Source: an optimization exercise on an open RTL-to-GDS flow (aim: small area and a short achievable clock period). Production flows keep margins and buffers that such runs may drop. The RTL was checked by simulation tests, not by an equivalence proof against the original design. Power is estimated from default activity; no workload was simulated.

==> build 15 <==
==> flow/design.v <==
`timescale 1ns/1ps
`default_nettype none
package ex_cp0_pkg;
    typedef enum logic [4:0] {
        SYS = 5'd8,
        BP  = 5'd9,
        RI  = 5'd10,
        OV  = 5'd12
    } exc_code_t;
    typedef enum logic [4:0] {
        STATUS = 5'd12,
        CAUSE  = 5'd13,
        EPC    = 5'd14,
        EBASE  = 5'd15
    } cp0_idx_t;
    localparam int STATUS_EXL   = 1;
    localparam int CAUSE_IP_HI  = 15;  
    localparam int CAUSE_IP_LO  = 10;
    localparam int CAUSE_EXC_HI = 6;
    localparam int CAUSE_EXC_LO = 2;
endpackage
`default_nettype wire
`timescale 1ns/1ps
`default_nettype none
package ex_isa_pkg;
    typedef enum logic [5:0] {
        OP_SPECIAL = 6'h00, OP_J     = 6'h02, OP_JAL   = 6'h03, OP_BEQ  = 6'h04,
        OP_BNE     = 6'h05, OP_BLEZ  = 6'h06, OP_BGTZ  = 6'h07, OP_ADDI = 6'h08,
        OP_ADDIU   = 6'h09, OP_SLTI  = 6'h0a, OP_SLTIU = 6'h0b, OP_ANDI = 6'h0c,
        OP_ORI     = 6'h0d, OP_XORI  = 6'h0e, OP_LUI   = 6'h0f, OP_COP0 = 6'h10
    } opcode_t;
    typedef enum logic [5:0] {
        F_SLL     = 6'h00, F_SRL  = 6'h02, F_SRA  = 6'h03, F_SLLV = 6'h04,
        F_SRLV    = 6'h06, F_SRAV = 6'h07, F_JR   = 6'h08, F_JALR = 6'h09,
        F_SYSCALL = 6'h0c, F_BREAK = 6'h0d, F_ADD = 6'h20, F_ADDU = 6'h21,
        F_SUB     = 6'h22, F_SUBU = 6'h23, F_AND  = 6'h24, F_OR   = 6'h25,
        F_XOR     = 6'h26, F_NOR  = 6'h27, F_SLT  = 6'h2a, F_SLTU = 6'h2b
    } funct_t;
    localparam logic [4:0] RS_MF      = 5'b00000;
    localparam logic [4:0] RS_MT      = 5'b00100;
    localparam logic [5:0] ERET_FUNCT = 6'h18;
    typedef enum logic [3:0] {
        ALU, BRANCH, JUMP, JUMP_REG, MFC0, MTC0, ERET, SYSCALL, BREAK, RESERVED
    } instr_class_t;
    typedef enum logic [4:0] {
        ALU_ADD, ALU_ADDU, ALU_SUB, ALU_SUBU, ALU_AND, ALU_OR, ALU_XOR, ALU_NOR,
        ALU_SLL, ALU_SRL, ALU_SRA, ALU_SLLV, ALU_SRLV, ALU_SRAV, ALU_SLT, ALU_SLTU,
        ALU_ADDI, ALU_ADDIU, ALU_ANDI, ALU_ORI, ALU_XORI, ALU_SLTI, ALU_SLTIU, ALU_LUI
    } alu_op_t;
    typedef struct packed {
        logic                reg_write;
        logic [32-1:0] result;
    } wb_t;
    typedef struct packed {
        logic                  redirect;
        logic                  exception;
        logic [32-1:0]   target;
        logic [4:0]            code;
    } redirect_t;
endpackage
`default_nettype wire
`timescale 1ns/1ps
`default_nettype none
module ex_stage (
    input  logic                  clk,
    input  logic                  rst,
    input  logic [32-1:0]   instr_i,
    input  logic [32-1:0]   data_a_i,
    input  logic [32-1:0]   data_b_i,
    input  logic [32-1:0]   npc_i,
    input  logic                  valid_i,
    input  logic [5:0]            ip_i,
    output logic                  out_valid_o,
    output logic                  reg_write_o,
    output logic [32-1:0]   result_o,
    output logic                  redirect_o,
    output logic [32-1:0]   redirect_pc_o,
    output logic                  exception_o,
    output logic [4:0]            exc_code_o
);
    logic [5:0]  op, fn;
    logic [4:0]  rs, rd;
    logic [15:0] imm;
    assign op  = instr_i[31:26];
    assign fn  = instr_i[5:0];
    assign rs  = instr_i[25:21];
    assign rd  = instr_i[15:11];
    assign imm = instr_i[15:0];
    logic sp, i_alu, br, jmp, jreg, cop0, eret, mfc0, mtc0;
    logic sp_alu, sys, brk, rsv, ovf_cand;
    assign sp    = op == 6'h00;
    assign i_alu = op[5:3] == 3'b001;
    assign br    = op[5:2] == 4'b0001;
    assign jmp   = op[5:1] == 5'b00001;
    assign cop0  = op == 6'h10;
    assign eret  = cop0 & instr_i[25] & (fn == 6'h18);
    assign mfc0  = cop0 & (rs == 5'd0);
    assign mtc0  = cop0 & (rs == 5'd4);
    assign jreg  = sp & (fn[5:1] == 5'b00100);
    assign sys   = sp & (fn == 6'h0c);
    assign brk   = sp & (fn == 6'h0d);
    assign sp_alu = sp & ((fn[5:3] == 3'b100) | (fn[5:1] == 5'b10101) |
                          ((fn[5:3] == 3'b000) & (fn[1:0] != 2'b01)));
    assign rsv    = sp ? !(sp_alu | jreg | sys | brk)
                       : !(i_alu | br | jmp | eret | mfc0 | mtc0);
    assign ovf_cand = sp ? ((fn[5:3] == 3'b100) & !fn[2] & !fn[0]) : (op == 6'h08);
    logic [31:0] simm, zimm, bop, bx;
    logic        sub, uns;
    logic [33:0] sum_w;
    logic [31:0] sum;
    logic        cout, ovf, lts, lt, eq, le, taken;
    assign simm = {{16{imm[15]}}, imm};
    assign zimm = {16'd0, imm};
    assign bop  = op[3] ? (op[2] ? zimm : simm) : data_b_i;
    assign sub  = op[3] ? (op[1] & !op[2]) : (op[2] | (fn[1] & !fn[2]));
    assign uns  = op[3] ? op[0] : fn[0];
    assign bx   = bop ^ {32{sub}};
    assign sum_w = {1'b0, data_a_i, 1'b1} + {1'b0, bx, sub};
    assign sum   = sum_w[32:1];
    assign cout  = sum_w[33];
    assign ovf   = ovf_cand & (data_a_i[31] == bx[31]) & (sum[31] != data_a_i[31]);
    assign lts   = (data_a_i[31] ^ bop[31]) ? data_a_i[31] : sum[31];
    assign lt    = uns ? !cout : lts;
    assign eq    = &(data_a_i ^ bx);
    assign le    = lts | eq;
    assign taken = op[1] ? (le ^ op[0]) : (eq ^ op[0]);
    logic [1:0]  lsel;
    logic [31:0] logic_r;
    assign lsel = op[3] ? op[1:0] : fn[1:0];
    logic [31:0] lp, lg;
    assign lp = data_a_i ^ bx;
    assign lg = data_a_i & bx;
    always_comb begin
        case (lsel)
            2'b00:   logic_r = lg;
            2'b01:   logic_r = lp | lg;
            2'b10:   logic_r = lp;
            default: logic_r = op[3] ? {imm, 16'd0} : ~(lp | lg);
        endcase
    end
    logic [4:0]  s;
    logic        right, fill;
    logic [31:0] sx, sz, shift_r, result_fix;
    assign s     = fn[2] ? data_a_i[4:0] : instr_i[10:6];
    assign right = fn[1];
    assign fill  = right & fn[0] & data_b_i[31];
    always_comb begin
        for (int i = 0; i < 32; i++) sx[i] = right ? data_b_i[i] : data_b_i[31 - i];
    end
    assign sz = 32'($signed({fill, sx}) >>> s[2:0]);
    assign shift_r = sz;
    logic [31:0] fix3, fix4;
    logic [29:0] k2;
    logic [31:0] npc_sum;
    assign k2      = br ? {{14{imm[15]}}, imm} : ((jreg | jmp) ? 30'd1 : {30{1'b1}});
    assign npc_sum = {npc_i[31:2] + k2, npc_i[1:0]};
    logic        valid_q, wr_q, redirect_q, exc_q, rev_q, s3_q, s4_q, fill_q;
    logic [31:0] result_q, target_q;
    logic [31:0] status, epc, ebase, cause, cp0_rdata, vector;
    logic [5:0]  cause_ip;
    logic        epc_pend;
    logic [3:0]  cause_exc;    
    assign cause  = {16'd0, cause_ip, 3'd0, 1'b0, cause_exc, 2'd0};
    assign vector = ebase + 32'h00000180;
    always_comb begin
        cp0_rdata = '0;
        if (rd[4:2] == 3'b011) begin
            case (rd[1:0])
                2'b00: cp0_rdata = status;
                2'b01: cp0_rdata = cause;
                2'b10: cp0_rdata = epc;
                2'b11: cp0_rdata = ebase;
            endcase
        end
    end
    logic s1, s0, live, exc, exc_enter, wr, redirect_d, exl;
    assign live      = valid_i & !(s1 | s0);
    assign exc       = sys | brk | rsv | ovf;
    assign exc_enter = live & exc;
    assign exl       = status[1];
    assign wr        = ((i_alu | sp_alu) & !ovf) | (jmp & op[0]) | (jreg & fn[0]) | mfc0;
    assign redirect_d = live & (exc | eret | jmp | jreg | (br & taken));
    always_ff @(posedge clk or negedge rst) begin
        if (!rst) begin
            s1 <= 1'b0;
            s0 <= 1'b0;
        end else begin
            s1 <= redirect_d | (!valid_i & s1);
            s0 <= valid_i ? s1 : s0;
        end
    end
    always_ff @(posedge clk or negedge rst) begin
        if (!rst) begin
            status    <= 32'h0000FA01;
            epc       <= '0;
            ebase     <= 32'h80001000;
            cause_ip  <= '0;
            cause_exc <= '0;
            epc_pend  <= 1'b0;
        end else begin
            cause_ip <= ip_i;
            if (exc_enter)
                cause_exc <= {1'b1, ovf_cand, rsv, brk};
            epc_pend <= exc_enter && !exl;
            if (epc_pend)
                epc <= target_q;
            if (exc_enter && !exl) begin
                status[1] <= 1'b1;
            end else if (live && eret) begin
                status[1] <= 1'b0;
            end else if (live && mtc0) begin
                case (rd)
                    5'd12: status <= data_b_i;
                    5'd14: epc    <= data_b_i;
                    5'd15: ebase  <= data_b_i;
                    default: ;
                endcase
            end
        end
    end
    logic sel_slt, sel_sum, sel_log, sel_sh, sel_link, sel_cp0;
    logic [31:0] result_d, target_d;
    assign sel_slt  = sp ? (fn[5] & fn[3])            : (op[3] & !op[2] & op[1]);
    assign sel_sum  = sp ? (fn[5] & !fn[3] & !fn[2])  : (op[3] & !op[2] & !op[1]);
    assign sel_log  = sp ? (fn[5] & !fn[3] & fn[2])   : (op[3] & op[2]);
    assign sel_sh   = sp & !fn[5] & !fn[3];
    assign sel_link = sp ? (!fn[5] & fn[3])           : (!op[3] & !op[4]);
    assign sel_cp0  = !sp & !op[3] & op[4];
    assign result_d = ({32{sel_sum}}  & sum)
                    | ({32{sel_log}}  & logic_r)
                    | ({32{sel_sh}}   & shift_r)
                    | {31'd0, sel_slt & lt}
                    | ({32{sel_link}} & npc_sum)
                    | ({32{sel_cp0}}  & cp0_rdata);
    always_comb begin
        if (jmp)       target_d = {npc_i[31:28], instr_i[25:0], 2'b00};
        else if (jreg) target_d = data_a_i;
        else if (eret) target_d = {epc[31:2], 2'b00};
        else           target_d = npc_sum;
    end
    always_ff @(posedge clk or negedge rst) begin
        if (!rst) valid_q <= 1'b0;
        else      valid_q <= valid_i;
    end
    always_ff @(posedge clk) begin
        wr_q       <= live & wr;
        rev_q      <= sel_sh & !right;
        s3_q       <= sel_sh & s[3];
        s4_q       <= sel_sh & s[4];
        fill_q     <= fill;
        redirect_q <= redirect_d;
        exc_q      <= exc_enter;
        result_q   <= result_d;
        target_q   <= target_d;
    end
    assign out_valid_o   = valid_q;
    assign reg_write_o   = wr_q;
    assign fix3 = s3_q ? {{8{fill_q}}, result_q[31:8]} : result_q;
    assign fix4 = s4_q ? {{16{fill_q}}, fix3[31:16]} : fix3;
    always_comb begin
        for (int i = 0; i < 32; i++) result_fix[i] = rev_q ? fix4[31 - i] : fix4[i];
    end
    assign result_o      = result_fix;
    assign redirect_o    = redirect_q;
    assign redirect_pc_o = exc_q ? vector : target_q;
    assign exception_o   = exc_q;
    assign exc_code_o    = {1'b0, cause_exc};
endmodule
`default_nettype wire
==> flow/flow/run.sh <==
#!/bin/bash
# The standard layout (ORFS make targets, the standard flow's synthesis script) with these changes:
#  - synthesis: no full-adder extraction (ADDER_MAP_FILE empty), Yosys's default
#    Brent-Kung carry map instead of the Kogge-Stone one (SYNTH_OPERATIONS_ARGS set), and
#    ABC mapping with flow/abc_area.script (ORFS's area script with a delay relaxation of 0.5 for
#    area recovery, map -B 0.5 instead of 0.9). It runs from a copy of ORFS's scripts folder that differs
#    only in that file; registers, their names and cell types are the standard synthesis's.
#  - port buffers of the plain buffer cell.
# Each step's full output goes to a log of its own in the work folder.
set -euo pipefail
W=$PWD
rm -rf "$W/orfs_scripts"
cp -r "$FLOW_HOME/scripts" "$W/orfs_scripts"
cp "$W/flow/abc_area.script" "$W/orfs_scripts/abc_area.script"
bash standard.sh SCRIPTS_DIR="$W/orfs_scripts" ADDER_MAP_FILE= SYNTH_OPERATIONS_ARGS=-noshare \
  synth > synth.log 2>&1
bash standard.sh ADDER_MAP_FILE= SYNTH_OPERATIONS_ARGS=-noshare \
  "BUFFER_PORTS_ARGS=-buffer_cell sky130_fd_sc_hd__buf_1" finish > standard.log 2>&1
==> flow/flow/abc_area.script <==
strash
dch
map -B 0.5
topo
stime -c
buffer -c
upsize -c
dnsize -c
==> flow/standard.sh <==
#!/bin/bash
# synth_recipe.tcl (not shown) runs the flow's synth.tcl, then flattens the netlist and writes it again
# the make line also repeats each setting of config.mk as NAME=value (left out here)
make -C /OpenROAD-flow-scripts/flow DESIGN_CONFIG=/design/flow/config.mk WORK_HOME=/design/flow/orfs CLKGATE_MAP_FILE= SYNTH_SCRIPT=/design/flow/synth_recipe.tcl "${@:-finish}"
==> flow/config.mk <==
export PLATFORM = sky130hd
export DESIGN_NAME = ex_stage
export DESIGN_NICKNAME = ex_stage
export VERILOG_FILES = /design/flow/design.v
export SDC_FILE = /design/flow/constraint.sdc
export NUM_CORES = 4
export LEC_CHECK = 0
export ABC_AREA = 1
export CAP_MARGIN = 0
export CORE_MARGIN = 2
export CORE_UTILIZATION = 40
export PLACE_DENSITY = 0.85
export SETUP_SLACK_MARGIN = 3.7
export SLEW_MARGIN = 0
==> flow/constraint.sdc <==
create_clock -name core_clock -period 8.0 [get_ports {clk}]
set_input_delay 1.6000 -clock core_clock [delete_from_list [all_inputs] [get_ports {clk}]]
set_output_delay 1.6000 -clock core_clock [all_outputs]
set_load 0.01 [all_outputs]
==> trial 81 (differences from build 15) <==
--- a/flow/design.v
+++ b/flow/design.v
@@ -112,7 +112,7 @@
     assign simm = {{16{imm[15]}}, imm};
     assign zimm = {16'd0, imm};
     assign bop  = op[3] ? (op[2] ? zimm : simm) : data_b_i;
-    assign sub  = op[3] ? (op[1] & !op[2]) : (op[2] | (fn[1] & !fn[2]));
+    assign sub  = op[3] ? op[1] : (op[2] | fn[1]);
     assign uns  = op[3] ? op[0] : fn[0];
     assign bx   = bop ^ {32{sub}};
     assign sum_w = {1'b0, data_a_i, 1'b1} + {1'b0, bx, sub};
@@ -127,15 +127,12 @@
     logic [1:0]  lsel;
     logic [31:0] logic_r;
     assign lsel = op[3] ? op[1:0] : fn[1:0];
-    logic [31:0] lp, lg;
-    assign lp = data_a_i ^ bx;
-    assign lg = data_a_i & bx;
     always_comb begin
         case (lsel)
-            2'b00:   logic_r = lg;
-            2'b01:   logic_r = lp | lg;
-            2'b10:   logic_r = lp;
-            default: logic_r = op[3] ? {imm, 16'd0} : ~(lp | lg);
+            2'b00:   logic_r = data_a_i & bop;
+            2'b01:   logic_r = data_a_i | bop;
+            2'b10:   logic_r = data_a_i ^ bop;
+            default: logic_r = op[3] ? {imm, 16'd0} : ~(data_a_i | bop);
         endcase
     end
     logic [4:0]  s;
CAP_MARGIN = 20   (was 0)
SETUP_SLACK_MARGIN = 3.6   (was 3.7)
SLEW_MARGIN = 20   (was 0)
==> trial 33 (differences from build 15) <==
--- a/flow/design.v
+++ b/flow/design.v
@@ -112,7 +112,7 @@
     assign simm = {{16{imm[15]}}, imm};
     assign zimm = {16'd0, imm};
     assign bop  = op[3] ? (op[2] ? zimm : simm) : data_b_i;
-    assign sub  = op[3] ? (op[1] & !op[2]) : (op[2] | (fn[1] & !fn[2]));
+    assign sub  = op[3] ? op[1] : (op[2] | fn[1]);
     assign uns  = op[3] ? op[0] : fn[0];
     assign bx   = bop ^ {32{sub}};
     assign sum_w = {1'b0, data_a_i, 1'b1} + {1'b0, bx, sub};
@@ -127,38 +127,33 @@
     logic [1:0]  lsel;
     logic [31:0] logic_r;
     assign lsel = op[3] ? op[1:0] : fn[1:0];
-    logic [31:0] lp, lg;
-    assign lp = data_a_i ^ bx;
-    assign lg = data_a_i & bx;
     always_comb begin
         case (lsel)
-            2'b00:   logic_r = lg;
-            2'b01:   logic_r = lp | lg;
-            2'b10:   logic_r = lp;
-            default: logic_r = op[3] ? {imm, 16'd0} : ~(lp | lg);
+            2'b00:   logic_r = data_a_i & bop;
+            2'b01:   logic_r = data_a_i | bop;
+            2'b10:   logic_r = data_a_i ^ bop;
+            default: logic_r = op[3] ? {imm, 16'd0} : ~(data_a_i | bop);
         endcase
     end
     logic [4:0]  s;
     logic        right, fill;
-    logic [31:0] sx, sz, shift_r, result_fix;
+    logic [31:0] sx, sz, shift_r;
     assign s     = fn[2] ? data_a_i[4:0] : instr_i[10:6];
     assign right = fn[1];
     assign fill  = right & fn[0] & data_b_i[31];
     always_comb begin
         for (int i = 0; i < 32; i++) sx[i] = right ? data_b_i[i] : data_b_i[31 - i];
     end
-    assign sz = 32'($signed({fill, sx}) >>> s[2:0]);
-    assign shift_r = sz;
-    logic [31:0] fix3, fix4;
+    assign sz = 32'($signed({fill, sx}) >>> s);
+    always_comb begin
+        for (int i = 0; i < 32; i++) shift_r[i] = right ? sz[i] : sz[31 - i];
+    end
     logic [29:0] k2;
     logic [31:0] npc_sum;
     assign k2      = br ? {{14{imm[15]}}, imm} : ((jreg | jmp) ? 30'd1 : {30{1'b1}});
     assign npc_sum = {npc_i[31:2] + k2, npc_i[1:0]};
-    logic        valid_q, wr_q, redirect_q, exc_q, rev_q, s3_q, s4_q, fill_q;
-    logic [31:0] result_q, target_q;
     logic [31:0] status, epc, ebase, cause, cp0_rdata, vector;
     logic [5:0]  cause_ip;
-    logic        epc_pend;
     logic [3:0]  cause_exc;    
     assign cause  = {16'd0, cause_ip, 3'd0, 1'b0, cause_exc, 2'd0};
     assign vector = ebase + 32'h00000180;
@@ -196,16 +191,13 @@
             ebase     <= 32'h80001000;
             cause_ip  <= '0;
             cause_exc <= '0;
-            epc_pend  <= 1'b0;
         end else begin
             cause_ip <= ip_i;
             if (exc_enter)
                 cause_exc <= {1'b1, ovf_cand, rsv, brk};
-            epc_pend <= exc_enter && !exl;
-            if (epc_pend)
-                epc <= target_q;
             if (exc_enter && !exl) begin
                 status[1] <= 1'b1;
+                epc       <= npc_sum;
             end else if (live && eret) begin
                 status[1] <= 1'b0;
             end else if (live && mtc0) begin
@@ -233,21 +225,20 @@
                     | ({32{sel_link}} & npc_sum)
                     | ({32{sel_cp0}}  & cp0_rdata);
     always_comb begin
-        if (jmp)       target_d = {npc_i[31:28], instr_i[25:0], 2'b00};
+        if (br)        target_d = npc_sum;
+        else if (jmp)  target_d = {npc_i[31:28], instr_i[25:0], 2'b00};
         else if (jreg) target_d = data_a_i;
         else if (eret) target_d = {epc[31:2], 2'b00};
-        else           target_d = npc_sum;
-    end
+        else           target_d = vector;
+    end
+    logic        valid_q, wr_q, redirect_q, exc_q;
+    logic [31:0] result_q, target_q;
     always_ff @(posedge clk or negedge rst) begin
         if (!rst) valid_q <= 1'b0;
         else      valid_q <= valid_i;
     end
     always_ff @(posedge clk) begin
         wr_q       <= live & wr;
-        rev_q      <= sel_sh & !right;
-        s3_q       <= sel_sh & s[3];
-        s4_q       <= sel_sh & s[4];
-        fill_q     <= fill;
         redirect_q <= redirect_d;
         exc_q      <= exc_enter;
         result_q   <= result_d;
@@ -255,14 +246,9 @@
     end
     assign out_valid_o   = valid_q;
     assign reg_write_o   = wr_q;
-    assign fix3 = s3_q ? {{8{fill_q}}, result_q[31:8]} : result_q;
-    assign fix4 = s4_q ? {{16{fill_q}}, fix3[31:16]} : fix3;
-    always_comb begin
-        for (int i = 0; i < 32; i++) result_fix[i] = rev_q ? fix4[31 - i] : fix4[i];
-    end
-    assign result_o      = result_fix;
+    assign result_o      = result_q;
     assign redirect_o    = redirect_q;
-    assign redirect_pc_o = exc_q ? vector : target_q;
+    assign redirect_pc_o = target_q;
     assign exception_o   = exc_q;
     assign exc_code_o    = {1'b0, cause_exc};
 endmodule
==> flow/flow/run.sh (replaced) <==
#!/bin/bash
# The standard layout (ORFS, standard synthesis script and steps) with three ORFS
# variables changed: no full-adder extraction (ADDER_MAP_FILE empty), Yosys's default
# carry-lookahead map instead of the Kogge-Stone one (SYNTH_OPERATIONS_ARGS set), and
# port buffers of the plain buffer cell. Registers, names and all later steps are the
# standard flow's. The full make output goes to standard.log in the work folder.
set -euo pipefail
bash standard.sh ADDER_MAP_FILE= SYNTH_OPERATIONS_ARGS=-noshare \
  "BUFFER_PORTS_ARGS=-buffer_cell sky130_fd_sc_hd__buf_2" finish > standard.log 2>&1
CAP_MARGIN = 20   (was 0)
PLACE_DENSITY = unset   (was 0.85)
SETUP_SLACK_MARGIN = 3.5   (was 3.7)
SLEW_MARGIN = 20   (was 0)
removed: flow/flow/abc_area.script
==> impl_metrics.py <==
metrics = {
    "final_layout": {
        "fillers": 4211,
    },
    "die": {
        "tap_cells": 525,
    },
    "power": {
        "pwr-share-seq_pct": 35.9,
        "finalPower_mw": 3.30,
    },
    "global_route": {
        "grt_util_met2_pct": 56.8,
    },
    "hold_path": {
        "worstHoldStart": "status[2]$_DFFE_PN0P_",
    },
    "outcome": {
        "outcome": "finished clean",
    },
    "synth": {
        "yosys.area_share.simple_pct": 30.6,
    },
    "setup_path": {
        "cpPeakStageDelay_ns": 0.54,
    },
}
[end of results for build 15]
==> impl_metrics.py <==
metrics = {
    "hold_path": {
        "worstHoldStart": "s1$_DFF_PN0_",
    },
    "synth": {
        "yosys.area_share.simple_pct": 39.3,
    },
    "setup_path": {
        "cpPeakStageDelay_ns": 0.36,
    },
    "power": {
        "finalPower_mw": 2.93,
        "pwr-share-seq_pct": 32.1,
    },
    "die": {
        "tap_cells": 532,
    },
    "outcome": {
        "outcome": "finished clean",
    },
    "global_route": {
        "grt_util_met2_pct": 61.7,
    },
}
[end of results for trial 33]
==> impl_metrics.py <==
metrics = {
    "global_route": {
        "grt_util_met2_pct": 53.9,
    },
    "synth": {
        "yosys.area_share.simple_pct": 31.0,
    },
    "die": {
        "dieWidth_um": 206,
        "tap_cells": 532,
    },
    "sta": {
        "finalHoldViolCount": 0,
    },
    "power": {
        "pwr-share-seq_pct": 35.5,
        "finalPower_mw": 3.26,
    },
    "outcome": {
        "outcome": "finished clean",
    },
    "setup_path": {
        "crit_family": "buffers and inverters",
    },
    "final_layout": {
        "sh_seq_area_pct": 22.6,
        "fillers": 4316,
    },
}
[end of results for trial 81]

## what the ideal ports hide
The results above use ideal ports. As a check the final layouts listed here were re-extracted and re-timed, cells and wires unchanged. Step 1 sets driving cells, clkbuf_16 on the clock port and buf_2 on the other inputs (assumed; they add their load-dependent delay and slew). Step 2 also shifts input and output timing later by t, the mid clock arrival at the registers, as if the neighbouring blocks saw the same clock. a / b / c = no drivers / after step 1 / after step 2; a / b = the first two.
run | t, ns | setup WS [ns] | hold slack, ns | slew at the worst register clock pin (ns) | worst data-port slew with drivers (ns)
build 15 | 0.522 | 3.708 / 3.735 / 3.214 | 0.490 / 0.490 / 0.490 | 0.09 / 0.09 | 0.07
trial 81 | 0.523 | 3.552 / 3.586 / 3.063 | 0.489 / 0.489 / 0.489 | 0.08 / 0.08 | 0.08
trial 33 | 0.555 | 3.537 / 3.531 / 2.976 | 0.486 / 0.486 / 0.486 | 0.10 / 0.10 | 0.16
After both steps setup and hold are still met in every run listed. The setup slack of trial 33, which loses most, moves by -0.006 ns with the drivers and by -0.561 ns with both steps.
